Context: an optimization exercise on an open-source flow, tuned for small area, a short achievable clock period and few clock cycles per item. The choices shown serve that exercise and are no tape-out recipe.
RTL that was checked went through simulation tests only; none was proved equivalent to the original.

==> v33: inputs <==
## per_cpu_preemption_tracker
module per_cpu_preemption_tracker #(
	parameter int N_CPUS     = ppt_pkg::N_CPUS_DEF,
	parameter int DEPTH_BITS = ppt_pkg::DEPTH_BITS_DEF
) (
	input  logic                      clk,
	input  logic                      arst_n,
	input  logic                      cfg_wr_en,
	input  logic [ppt_pkg::CFG_W-1:0] cfg_wr_data,
	input  logic                      in_valid,
	output logic                      in_ready,
	input  logic [ppt_pkg::ACT_W-1:0] in_action,
	input  logic [ppt_pkg::CPU_W-1:0] in_cpu,
	input  logic [ppt_pkg::TICK_W-1:0] in_sleep_ticks,
	input  logic [ppt_pkg::TICK_W-1:0] in_wake_time,
	input  logic                      in_schedule_ok,
	output logic                      out_valid,
	input  logic                      out_ready,
	output logic [ppt_pkg::STAT_W-1:0] out_status,
	output logic                      out_sched_req,
	output logic                      out_preemptible,
	output logic [ppt_pkg::TICK_W-1:0] out_tick_count,
	output logic [ppt_pkg::TICK_W-1:0] out_switch_count
);
Settings: LEC_CHECK=0, CAP_MARGIN=20, CORE_MARGIN=2, CORE_UTILIZATION=55, SETUP_SLACK_MARGIN=4.5, SLEW_MARGIN=20, SYNTH_HIERARCHICAL=1; clock period 8.0 ns.
run.sh (not shown) runs the stock make flow with config.mk's settings and CLKGATE_MAP_FILE= SYNTH_SCRIPT=/design/flow/synth_recipe.tcl, a recipe that flattens the netlist after the stock synthesis.
==> v15 (differences from v33) <==
--- a/flow/design.v
+++ b/flow/design.v
@@ -76,43 +76,14 @@
 	assign in_ready  = rdy_q;
 	assign out_valid = out_v_q;
 	assign cmd.b_load = rdy_q;
 	assign cmd.exec   = exec;
 	assign cmd.skid_v = skid_v_q;
 	assign cmd.out_ld = out_ld && (exec || skid_v_q);
 endmodule
-module ppt_le #(
-	parameter int W = ppt_pkg::TICK_W
-) (
-	input  logic [W-1:0] a,
-	input  logic [W-1:0] b,
-	output logic         le
-);
-	always_comb begin
-		logic [W-1:0] g;
-		logic [W-1:0] p;
-		g = b & ~a;
-		p = b | ~a;
-		for (int w = 1; w < W; w = w * 2) begin
-			for (int i = 0; i + w < W; i = i + 2 * w) begin
-				g[i] = g[i+w] | (p[i+w] & g[i]);
-				p[i] = p[i+w] & p[i];
-			end
-		end
-		le = g[0] | p[0];
-	end
-endmodule
-module ppt_late (
-	input  logic d0,
-	input  logic d1,
-	input  logic l,
-	output logic y
-);
-	assign y = l ? d1 : d0;
-endmodule
 module ppt_dp #(
 	parameter int N_CPUS     = ppt_pkg::N_CPUS_DEF,
 	parameter int DEPTH_BITS = ppt_pkg::DEPTH_BITS_DEF
 ) (
 	input  logic                       clk,
 	input  logic                       arst_n,
 	input  logic                       cfg_wr_en,
@@ -137,43 +108,28 @@
 	logic [DW-1:0]             r_dp_q;
 	logic [TW-1:0]             r_tk_q;
 	logic [TW-1:0]             r_sw_q;
 	logic                      pd_wr_q;
 	logic                      pd_v_q;
 	logic [AW-1:0]             pd_cpu_q;
 	logic [TW-1:0]             pd_dl_q;
-	logic [N_CPUS-1:0]         x_sel_q;
+	logic [AW-1:0]             x_cpu_q;
 	logic [ppt_pkg::STAT_W-1:0] x_stat_q;
 	logic                      x_req_q;
 	logic                      x_pe_q;
 	logic [ppt_pkg::CFG_W-1:0] cpus_q;
 	logic [N_CPUS-1:0]         vld_q;
 	logic [N_CPUS-1:0]         slp_q;
 	logic [DW-1:0]             dp_q [N_CPUS];
 	logic [TW-1:0]             tk_q [N_CPUS];
 	logic [TW-1:0]             sw_q [N_CPUS];
 	logic [TW-1:0]             dl_q [N_CPUS];
 	ppt_pkg::ppt_out_t         out_q;
 	logic                      cfg_ok;
-	logic [N_CPUS-1:0]         b_sel_q;
-	logic [N_CPUS-1:0]         in_sel;
-	logic [N_CPUS-1:0]         rd_sel;
-	logic                      r_sl_q;
-	logic [N_CPUS-1:0]         slp_d;
-	logic                      le_addr;
-	logic [N_CPUS-1:0]         pd_m;
-	logic                      r_sl_a;
-	logic                      r_sl_b;
-	logic                      r_sl_d;
-	logic                      sl_d0;
-	logic                      sl_d1;
-	logic                      pe_pre;
-	logic                      pe_gate;
-	logic                      pe;
-	logic                      pd_hit;
+	logic [AW-1:0]             rd_cpu;
 	logic                      byp;
 	logic [DW-1:0]             rd_dp;
 	logic [TW-1:0]             rd_tk;
 	logic [TW-1:0]             rd_sw;
 	logic [DW-1:0]             dp;
 	logic                      sl;
 	logic [TW-1:0]             tk;
@@ -193,95 +149,92 @@
 	logic                      is_wake;
 	logic                      is_sleep;
 	logic                      upd;
 	ppt_pkg::ppt_out_t         res;
 	assign cfg_ok = cfg_wr_en && (cfg_wr_data != '0)
 		&& (IW'(cfg_wr_data) <= IW'(N_CPUS));
 	always_comb begin
-		for (int c = 0; c < N_CPUS; c++) begin
-			in_sel[c] = (in_cpu == AW'(c));
-		end
 		if (cmd.skid_v) begin
-			rd_sel = x_sel_q;
+			rd_cpu = x_cpu_q;
 		end else if (cmd.b_load) begin
-			rd_sel = in_sel;
+			rd_cpu = in_cpu;
 		end else begin
-			rd_sel = b_sel_q;
+			rd_cpu = b_cpu_q;
 		end
 	end
 	always_comb begin
 		rd_dp = '0;
 		rd_tk = '0;
 		rd_sw = '0;
 		for (int c = 0; c < N_CPUS; c++) begin
-			if (vld_q[c] && rd_sel[c]) begin
+			if (vld_q[c] && (rd_cpu == AW'(c))) begin
 				rd_dp = rd_dp | dp_q[c];
 				rd_tk = rd_tk | tk_q[c];
 				rd_sw = rd_sw | sw_q[c];
 			end
 		end
 	end
 	assign byp = cmd.exec && (in_cpu == b_cpu_q);
 	always_ff @(posedge clk) begin
 		if (cmd.b_load) begin
 			b_act_q <= in_action;
 			b_cpu_q <= in_cpu;
-			b_sel_q <= in_sel;
 			b_op_q  <= (in_action == ppt_pkg::ACT_WAKE) ? in_wake_time : in_sleep_ticks;
 			b_sok_q <= in_schedule_ok;
 			b_ok_q  <= (IW'(in_cpu) < IW'(cpus_q));
 		end
 		r_dp_q <= byp ? n_dp : rd_dp;
 		r_tk_q <= byp ? n_tk : rd_tk;
 		r_sw_q <= byp ? n_sw : rd_sw;
-		r_sl_q <= r_sl_d;
 	end
 	assign is_wake  = (b_act_q == ppt_pkg::ACT_WAKE);
 	assign is_sleep = (b_act_q == ppt_pkg::ACT_SLEEP);
-	assign sl = r_sl_q;
+	always_comb begin
+		sl = 1'b0;
+		for (int c = 0; c < N_CPUS; c++) begin
+			if (b_cpu_q == AW'(c)) begin
+				sl = sl | slp_q[c];
+			end
+		end
+	end
 	assign dp = r_dp_q;
 	assign tk = r_tk_q;
 	assign sw = r_sw_q;
-	logic [N_CPUS-1:0] le_cpu;
-	logic              le_pd_in;
-	logic              le_pd_ex;
-	for (genvar c = 0; c < N_CPUS; c++) begin : g_le
-		ppt_le #(.W(TW)) u_le (.a(dl_q[c]), .b(in_wake_time), .le(le_cpu[c]));
-	end
-	ppt_le #(.W(TW)) u_le_pd_in (.a(pd_dl_q), .b(in_wake_time), .le(le_pd_in));
-	ppt_le #(.W(TW)) u_le_pd_ex (.a(pd_dl_q), .b(b_op_q), .le(le_pd_ex));
+	function automatic logic le_fn(input logic [TW-1:0] a, input logic [TW-1:0] b);
+		logic [TW-1:0] g;
+		logic [TW-1:0] p;
+		g = b & ~a;
+		p = b | ~a;
+		for (int w = 1; w < TW; w = w * 2) begin
+			for (int i = 0; i + w < TW; i = i + 2 * w) begin
+				g[i] = g[i+w] | (p[i+w] & g[i]);
+				p[i] = p[i+w] & p[i];
+			end
+		end
+		le_fn = g[0] | p[0];
+	endfunction
 	always_comb begin
-		le_d = le_cpu;
+		for (int c = 0; c < N_CPUS; c++) begin
+			le_d[c] = le_fn(dl_q[c], in_wake_time);
+		end
 		if (pd_wr_q) begin
-			le_d[pd_cpu_q] = le_pd_in;
+			le_d[pd_cpu_q] = le_fn(pd_dl_q, in_wake_time);
 		end
 	end
 	always_ff @(posedge clk) begin
 		if (cmd.b_load) begin
 			le_q <= le_d;
 		end
 	end
 	always_comb begin
 		le = le_q;
 		if (pd_v_q) begin
-			le[pd_cpu_q] = le_pd_ex;
+			le[pd_cpu_q] = le_fn(pd_dl_q, b_op_q);
 		end
 	end
-	assign le_addr = |(b_sel_q & le_q);
-	assign pd_hit  = pd_v_q && (pd_cpu_q == b_cpu_q);
-	always_comb begin
-		for (int c = 0; c < N_CPUS; c++) begin
-			pd_m[c] = cmd.exec && is_wake && pd_v_q && (pd_cpu_q == AW'(c));
-		end
-	end
-	assign r_sl_a = |(rd_sel & ~pd_m & slp_q & ~((cmd.exec && is_wake) ? le_q : '0));
-	assign r_sl_b = |(rd_sel & pd_m & slp_q);
-	assign sl_d1  = byp ? (n_sl && !(is_wake && pd_hit)) : r_sl_a;
-	assign sl_d0  = byp ? n_sl : (r_sl_a || r_sl_b);
-	ppt_late u_late_sl (.d0(sl_d0), .d1(sl_d1), .l(le_pd_ex), .y(r_sl_d));
 	assign sum = tk + b_op_q;
 	always_comb begin
 		sum_z = !(tk[0] ^ b_op_q[0]);
 		for (int i = 1; i < TW; i++) begin
 			sum_z = sum_z && ((tk[i] ^ b_op_q[i]) == (tk[i-1] | b_op_q[i-1]));
 		end
 	end
@@ -326,39 +279,36 @@
 				if (!b_ok_q) begin
 					stat = ppt_pkg::ST_RANGE;
 				end else begin
 					n_sl = !sum_z;
 				end
 			end
 			ppt_pkg::ACT_WAKE: begin
-				n_sl = sl && !(!pd_hit && le_addr);
+				n_sl = sl && !le[b_cpu_q];
 			end
 			default: begin
 			end
 		endcase
 	end
-	assign pe_pre  = b_ok_q && (n_dp == '0) && !n_sl;
-	assign pe_gate = is_wake && pd_hit && b_ok_q && (n_dp == '0);
-	ppt_late u_late_pe (.d0(pe_pre), .d1(pe_pre || pe_gate), .l(le_pd_ex), .y(pe));
 	always_comb begin
 		res.status           = stat;
 		res.schedule_request = req;
-		res.is_preemptible   = pe;
+		res.is_preemptible   = b_ok_q && (n_dp == '0) && !n_sl;
 		res.tick_count       = n_tk;
 		res.switch_count     = n_sw;
 	end
 	assign upd = cmd.exec && b_ok_q && !b_act_q[2];
 	always_comb begin
 		for (int c = 0; c < N_CPUS; c++) begin
-			wsel[c] = upd && b_sel_q[c];
+			wsel[c] = upd && (b_cpu_q == AW'(c));
 		end
 	end
 	always_ff @(posedge clk) begin
 		if (cmd.exec) begin
-			x_sel_q  <= b_sel_q;
+			x_cpu_q  <= b_cpu_q;
 			x_stat_q <= res.status;
 			x_req_q  <= res.schedule_request;
 			x_pe_q   <= res.is_preemptible;
 		end
 		for (int c = 0; c < N_CPUS; c++) begin
 			if (wsel[c]) begin
 				dp_q[c] <= n_dp;
@@ -381,39 +331,33 @@
 		end else begin
 			pd_wr_q <= upd && is_sleep;
 			if (cmd.exec) begin
 				pd_v_q <= upd && is_sleep;
 			end
 		end
 	end
-	always_comb begin
-		for (int c = 0; c < N_CPUS; c++) begin
-			slp_d[c] = slp_q[c];
-			if (cmd.exec && is_wake) begin
-				slp_d[c] = slp_q[c] && !le[c];
-			end else if (wsel[c] && is_sleep) begin
-				slp_d[c] = !sum_z;
-			end
-		end
-	end
 	always_ff @(posedge clk or negedge arst_n) begin
 		if (!arst_n) begin
 			cpus_q <= ppt_pkg::CFG_W'(1);
 			vld_q  <= '0;
 			slp_q  <= '0;
 		end else if (cfg_ok) begin
 			cpus_q <= cfg_wr_data;
 			vld_q  <= '0;
 			slp_q  <= '0;
 		end else begin
-			slp_q <= slp_d;
 			for (int c = 0; c < N_CPUS; c++) begin
 				if (wsel[c]) begin
 					vld_q[c] <= 1'b1;
 				end
+				if (cmd.exec && is_wake) begin
+					slp_q[c] <= slp_q[c] && !le[c];
+				end else if (wsel[c] && is_sleep) begin
+					slp_q[c] <= !sum_z;
+				end
 			end
 		end
 	end
 	always_ff @(posedge clk) begin
 		if (cmd.out_ld) begin
 			if (cmd.skid_v) begin
 				out_q.status           <= x_stat_q;
Settings changed: SYNTH_HIERARCHICAL 1 to default.
==> metrics.md <==
| Metric | Value |
|---|---|
| Total clock buffers created by CTS | `374` |
| Worst hold start | `u_dp.slp_q[11]` |
| Post-synth top area share | `68.61%` |
| Antenna violations before repair | `34` |
| Syn nets | `10622` |
| Post-DP HPWL | `309400 um` |
| Data arrival time of the critical path | `4.87 ns` |
| Vias post-DR | `104523` |
| End of the critical path | `u_dp.le_q[4]` |
| Run status | `timing/DRC/antenna clean` |
Source of the figures above: v15

==> metrics.md <==
| Metric | Value |
|---|---|
| Run status | `timing/DRC/antenna clean` |
| Met2 capacity usage during global routing | `60.31%` |
| Post-synth top area share | `66.69%` |
| Total clock buffers created by CTS | `384` |
| Maximum vdd drop | `0.2217 mV` |
| Syn nets | `11639` |
| Uppermost layer routed | `met5` |
| Vias post-DR | `108784` |
| Antenna violations before repair | `39` |
| End of the critical path | `u_dp.out_q[128]` |
| Data arrival time of the critical path | `4.29 ns` |
| Worst hold start | `u_dp.vld_q[7]` |
Source of the figures above: v33

Testbench counts of v33, summed over its fixed seeds: cycles 24,043, items 24,027.
Function not checked in v15: the RTL went through the layout flow alone.

-- what the ideal ports hide --
The results above use ideal ports. As a check the final layouts listed here were re-extracted and re-timed, cells and wires unchanged. Step 1 (the two cells are an assumption about what drives the block):
set clk [get_ports {clk}]
set_driving_cell -lib_cell sky130_fd_sc_hd__clkbuf_16 $clk
set_driving_cell -lib_cell sky130_fd_sc_hd__buf_2 [delete_from_list [all_inputs] $clk]
Step 2, shift: input delay + t, output delay - t, t = (earliest + latest rising clock arrival at the registers) / 2. This alone moves slack from input paths to output paths. Three values: ideal ports, drivers, drivers and shift; two values: the first two.
| run | t, ns | setup slack, ns | slew at the worst register clock pin (ns) | worst slew at a driven data input, ns |
|---|---|---|---|---|
| v33 | 1.039 | 4.389 / 4.389 / 3.430 | 0.07 / 0.07 | 0.05 |
| v15 | 1.059 | 3.915 / 3.942 / 2.882 | 0.07 / 0.07 | 0.09 |
After both steps setup and hold are still met in every run listed. For v15, which loses most, drivers alone change the setup slack by +0.027 ns; drivers and shift together by -1.033 ns.
